This is an optimization exercise on Yosys and OpenROAD, whose aim is small area and a short achievable clock period, not a production implementation.
Function was checked by simulation only, so behaviour that the tests miss may differ from the original.

## flow/design.v (module list and top-level ports; edited modules follow where they fit)
// module dct_fa: 10 lines
// module dct_ha: 9 lines
// module dct_1d: 2517 lines
module dct_1d (
  input  logic                  aclk,
  input  logic                  rst_n,
  input  logic                  in_valid,
  input  dct_pkg::sample_vec_t  in_block,
  output logic                  out_valid,
  output dct_pkg::lane_vec_t    out_block
);
  // ...
==> flow/run.sh <==
#!/bin/bash
# synth_recipe.tcl (not shown) runs the flow's synth.tcl, then flattens the netlist and writes it again
# the make line also repeats each setting of config.mk as NAME=value (left out here)
make -C /OpenROAD-flow-scripts/flow DESIGN_CONFIG=/design/flow/config.mk WORK_HOME=/design/flow/orfs CLKGATE_MAP_FILE= SYNTH_SCRIPT=/design/flow/synth_recipe.tcl finish
==> flow/config.mk <==
export PLATFORM = sky130hd
export DESIGN_NAME = dct_1d
export DESIGN_NICKNAME = dct_1d
export VERILOG_FILES = /design/flow/design.v
export SDC_FILE = /design/flow/constraint.sdc
export NUM_CORES = 4
export LEC_CHECK = 0
export CAP_MARGIN = 20
export CORE_MARGIN = 2
export CORE_UTILIZATION = 40
export SETUP_SLACK_MARGIN = 5
export SLEW_MARGIN = 20
export SYNTH_HIERARCHICAL = 1
export SYNTH_MINIMUM_KEEP_SIZE = 0
==> flow/constraint.sdc <==
create_clock -name core_clock -period 9.0 [get_ports {aclk}]
set_input_delay 1.8000 -clock core_clock [delete_from_list [all_inputs] [get_ports {aclk}]]
set_output_delay 1.8000 -clock core_clock [all_outputs]
set_load 0.01 [all_outputs]
==> impl_metrics.py, run 1 <==
metrics = {
    "status": {
        "outcome": "timing/DRC/antenna clean",
    },
    "final_layout": {
        "seq_share": 0.1594,
        "stdcell_count": 8345,
        "regArea_um2": 11980,
        "final_common_cell": "inv_1",
        "antenna_cells": 1,
    },
    "global_routing": {
        "busiest_layer": "met2",
        "use_met2": 0.3760,
        "met3_usage": 0.03381,
        "grt_max_degree": 16,
        "grt_pass1_wl_um": 254100,
    },
    "sta": {
        "finalHoldViolCount": 0,
        "final.min_clock_period_ps": 5042,
        "post-route-period-util": 0.5602,
        "setup_viol": 0,
        "holdWs_ps": 317.0,
    },
    "yosys": {
        "synth_commonest_cells": "fa_1, inv_1, ha_1",
        "synth_area_leader_cell": "fa_1",
        "synthSimpleGateAreaFrac": 0.06351,
        "yosysTopAreaCellShare": 0.3699,
        "synth_fa_ha_area_frac": 0.5079,
    },
    "routing": {
        "via_count": 41467,
        "dr_wl_met3_um": 7015,
        "drc_errors": 0,
    },
    "worst_setup_path": {
        "path_buf_inv": 0,
        "rr_startpoint": "d5_r1[11]",
        "critPathMaxStageDelay_ps": 570,
        "cp_max_fo": 8,
    },
}
==> run 2: changes to the inputs <==
--- a/flow/config.mk
+++ b/flow/config.mk
@@ -8,7 +8,6 @@
 export CAP_MARGIN = 20
 export CORE_MARGIN = 2
 export CORE_UTILIZATION = 40
-export SETUP_SLACK_MARGIN = 5
 export SLEW_MARGIN = 20
 export SYNTH_HIERARCHICAL = 1
 export SYNTH_MINIMUM_KEEP_SIZE = 0
==> run 2 against run 1 <==
Net effect: synthesized cell count is the same; worst hold slack is essentially flat; core utilization shrank 5.5 points; worst setup slack lost 1100 ps; sequential share of layout area grew 1.0 points; sequential cell count is the same; global-route usage shrank 1.7 points; critical path type unchanged.
==> impl_metrics.py, run 2 <==
metrics = {
    "status": {
        "outcome": "timing/DRC/antenna clean",
    },
    "yosys": {
        "ys_types": 81,
        "ys_seq_area_frac": 0.1924,
        "synthArstFlopShare": 0.007055,
        "muxShareOfSynthArea": 0.0005081,
        "ys_dominant_reg_cell": "dfxtp_1",
        "synth_fa_ha_area_frac": 0.5079,
        "synthSimpleGateAreaFrac": 0.06351,
        "synth_top_family_by_area": "adder cells",
        "synth_edf_count": 0,
        "synth-compound-area-share": 0.1013,
        "ys_ff_latch": 567,
        "synthXorXnorAreaFrac": 0.05913,
        "yosys_warnings": 7,
        "avgSynthCellArea_um2": 10.64,
        "yosysMostFrequentCell": "fa_1",
        "synth_area_leader_cell": "fa_1",
        "syn_area_um2": 59100,
        "synth_top_cells_by_area": "fa_1, dfxtp_1, ha_1",
        "synthCells": 5554,
        "synth_commonest_cells": "fa_1, inv_1, ha_1",
        "yosysTopAreaCellShare": 0.3699,
    },
    "global_routing": {
        "grt_pass1_vias": 41998,
        "grt_max_degree": 15,
        "track_usage": 0.2010,
        "grt-ovfl-total": 0,
        "grt_pass1_wl_um": 234600,
        "antenna_found_initial": 15,
    },
    "sta": {
        "post-route-period-util": 0.6852,
        "holdWs_ps": 316.6,
        "worst_pin_slew_ps": 1085,
        "setup_viol": 0,
        "max_freq_ghz": 0.1622,
        "finalWorstSetupSlack_ps": 2833,
        "tns_ps": 0,
        "final.min_clock_period_ps": 6167,
        "relSlewSlack": 0.2754,
        "rsz0062_at_grt": "no",
        "fin_skew_ps": 22.02,
        "finalHoldViolCount": 0,
        "slew_viol_final": 0,
    },
    "place": {
        "port_buffers": 323,
        "pre_cts_ws_ps": 2905,
        "gp_congestion": 0.9175,
        "dpl-instance-area_um2": 64650,
        "place_hpwl_um": 125500,
        "dp.cells": 7815,
    },
    "floorplan": {
        "dieWidth_um": 388.4,
        "initial_core_util": 0.4017,
        "die_area_um2": 150800,
        "row_count": 141,
        "pin_count": 324,
        "core_um2": 147100,
        "die_y_um": 388.4,
    },
    "routing": {
        "drtIter0Drc": 2290,
        "via_count": 39182,
        "wl_per_cell_um": 18.62,
        "wirelength_um": 148000,
        "ant_nets": 0,
        "drc_errors": 0,
        "avgViaCountPerCell": 4.930,
        "dr.pass1.iters": 6,
    },
    "clock_network": {
        "worstSkewPairLatency_ps": 670,
        "post_cts_buffers": 0,
        "post_cts_resized": 0,
        "clock-root-buffer": "clkbuf_16",
        "cts_buffers": 70,
        "cts_tree": "done",
        "clk_path_buf_depth": 3,
        "h-tree-depth": 3,
        "cts_sinks": 567,
        "clkTransAtPathRegs_ps": 60,
        "hold_buffers": 0,
    },
    "worst_setup_path": {
        "cp_max_fo": 12,
        "cp.depth": 16,
        "path_cells": "fa_1, fa_1, fa_1, fa_1, fa_1, ha_1, fa_1, ha_1, a31oi_1, o21bai_1, a21oi_1, o21ai_1, o22ai_1, nor2b_1, o41ai_1, xnor2_1",
        "startpoint_type": "flop",
        "cpMostUsedCell": "fa_1",
        "path_delay_family": "adder cells",
        "worstPathRequired_ps": 9590,
        "path_buf_inv": 0,
        "r2r_slack_ps": 2830,
        "cpMaxStageDelayCell": "dfxtp_1",
        "worstRegToRegCells": 16,
        "critical_path_class": "flop to flop",
        "crit_arrival_ps": 6750,
        "critPathMaxStageDelay_ps": 970,
        "cp-end-kind": "flop",
    },
    "final_layout": {
        "finalInstanceArea_um2": 67120,
        "layout_common_cells": "fa_1, inv_1, ha_1",
        "final_common_cell": "fa_1",
        "fill_cells": 13787,
        "fin_nets": 7832,
        "stdcell_count": 7948,
        "layout-drive-gt1-share": 0.02860,
        "syn_to_final_growth_pct": 13.58,
    },
    "min_path": {
        "worstHoldPathType": "flop to flop",
        "whs_path_depth": 0,
    },
    "run": {
        "cap_violations": 0,
    },
}
run 2: cell count changes in the layout (fill, tap and decap cells not counted), sizes merged:
cell,previous run,this run
inv,1015,1012
bufinv,5,8
clkbuf,88,87
diode,1,4
clkinv,17,21
clkinvlp,11,4
buf,413,17
run 2: through the flow:
step                      utilization
after floorplan                     -
after global placement         0.4394
after detailed placement       0.4394
after CTS                      0.4561
after global routing           0.4562
final                          0.4562
run 2: modules after synthesis, one instance, submodules excluded:
module  area, um2  times used  flops+latches
dct_1d      36480           1            567
dct_fa      20.02        1069              0
dct_ha      12.51          97              0
run 2: final timing paths:
kind	to	startpoint
worst max-delay path	y6_r1[16]	d5_r1[9]
worst min-delay path	d2_r2[7]	d2_r1[7]
worst max register to register	y6_r1[16]	d5_r1[9]
worst min register to register	d2_r2[7]	d2_r1[7]
max in group asynchronous	vpipe[3]	rst_n
min in group asynchronous	vpipe[2]	rst_n
run 2: cell type report:
type	instances	area, um2	share of cell area
Sequential cell	567	11370	0.1694
Antenna cell	4	10.01	0.0001491
Multi-Input combinational cell	3975	43740	0.6516
Clock buffer	87	1938	0.02887
Inverter	1003	3765	0.05609
Clock inverter	42	524.3	0.007810
Tap cell	1930	2415	0.03598
Timing Repair Buffer	340	3361	0.05007
run 2: metal layers:
layer  vias to the layer above  wire length, um  part of all wire  track usage
met5                         -               57           0.00039            0
li1                      18507                -                 -            -
met4                         8             4452             0.030      0.06403
met3                       198             9028             0.061      0.03978
met2                       895            67070              0.45       0.3186
met1                     19574            67420              0.46       0.2766
run 2: kinds of logic (layout without fill, tap and decap cells):
| kind of cell | count (synthesis) | in the layout |
|---|---|---|
| compound gates | 936 | 936 |
| simple gates | 772 | 772 |
| fa+ha+maj | 1744 | 1744 |
| mux | 3 | 3 |
| xor+xnor | 399 | 399 |
| other cells | 2 | 125 |
| flops | 567 | 567 |
| buf+inv | 1131 | 1472 |

## static timing again, ports no longer ideal
The flow's constraints put no driver on any port. The routed layouts listed below were extracted and timed again, unchanged, in two steps.
Step 1 (the two cells are an assumption about what drives the block):
set clk [get_ports {aclk}]
set_driving_cell -lib_cell sky130_fd_sc_hd__clkbuf_16 $clk
set_driving_cell -lib_cell sky130_fd_sc_hd__buf_2 [delete_from_list [all_inputs] $clk]
Step 2, shift: input delay + t, output delay - t, t = (earliest + latest rising clock arrival at the registers) / 2. This alone moves slack from input paths to output paths.
Three values: no drivers, after step 1, after step 2; two values: the first two.
| run | shift t [ns] | setup slack, ns | worst hold slack (ns) |
|---|---|---|---|
| run 1 | 0.750 | 3.958 / 3.958 / 3.958 | 0.317 / 0.317 / 0.317 |
| run 2 | 0.742 | 2.833 / 2.833 / 2.833 | 0.317 / 0.317 / 0.317 |
After both steps setup and hold are still met in every run listed.
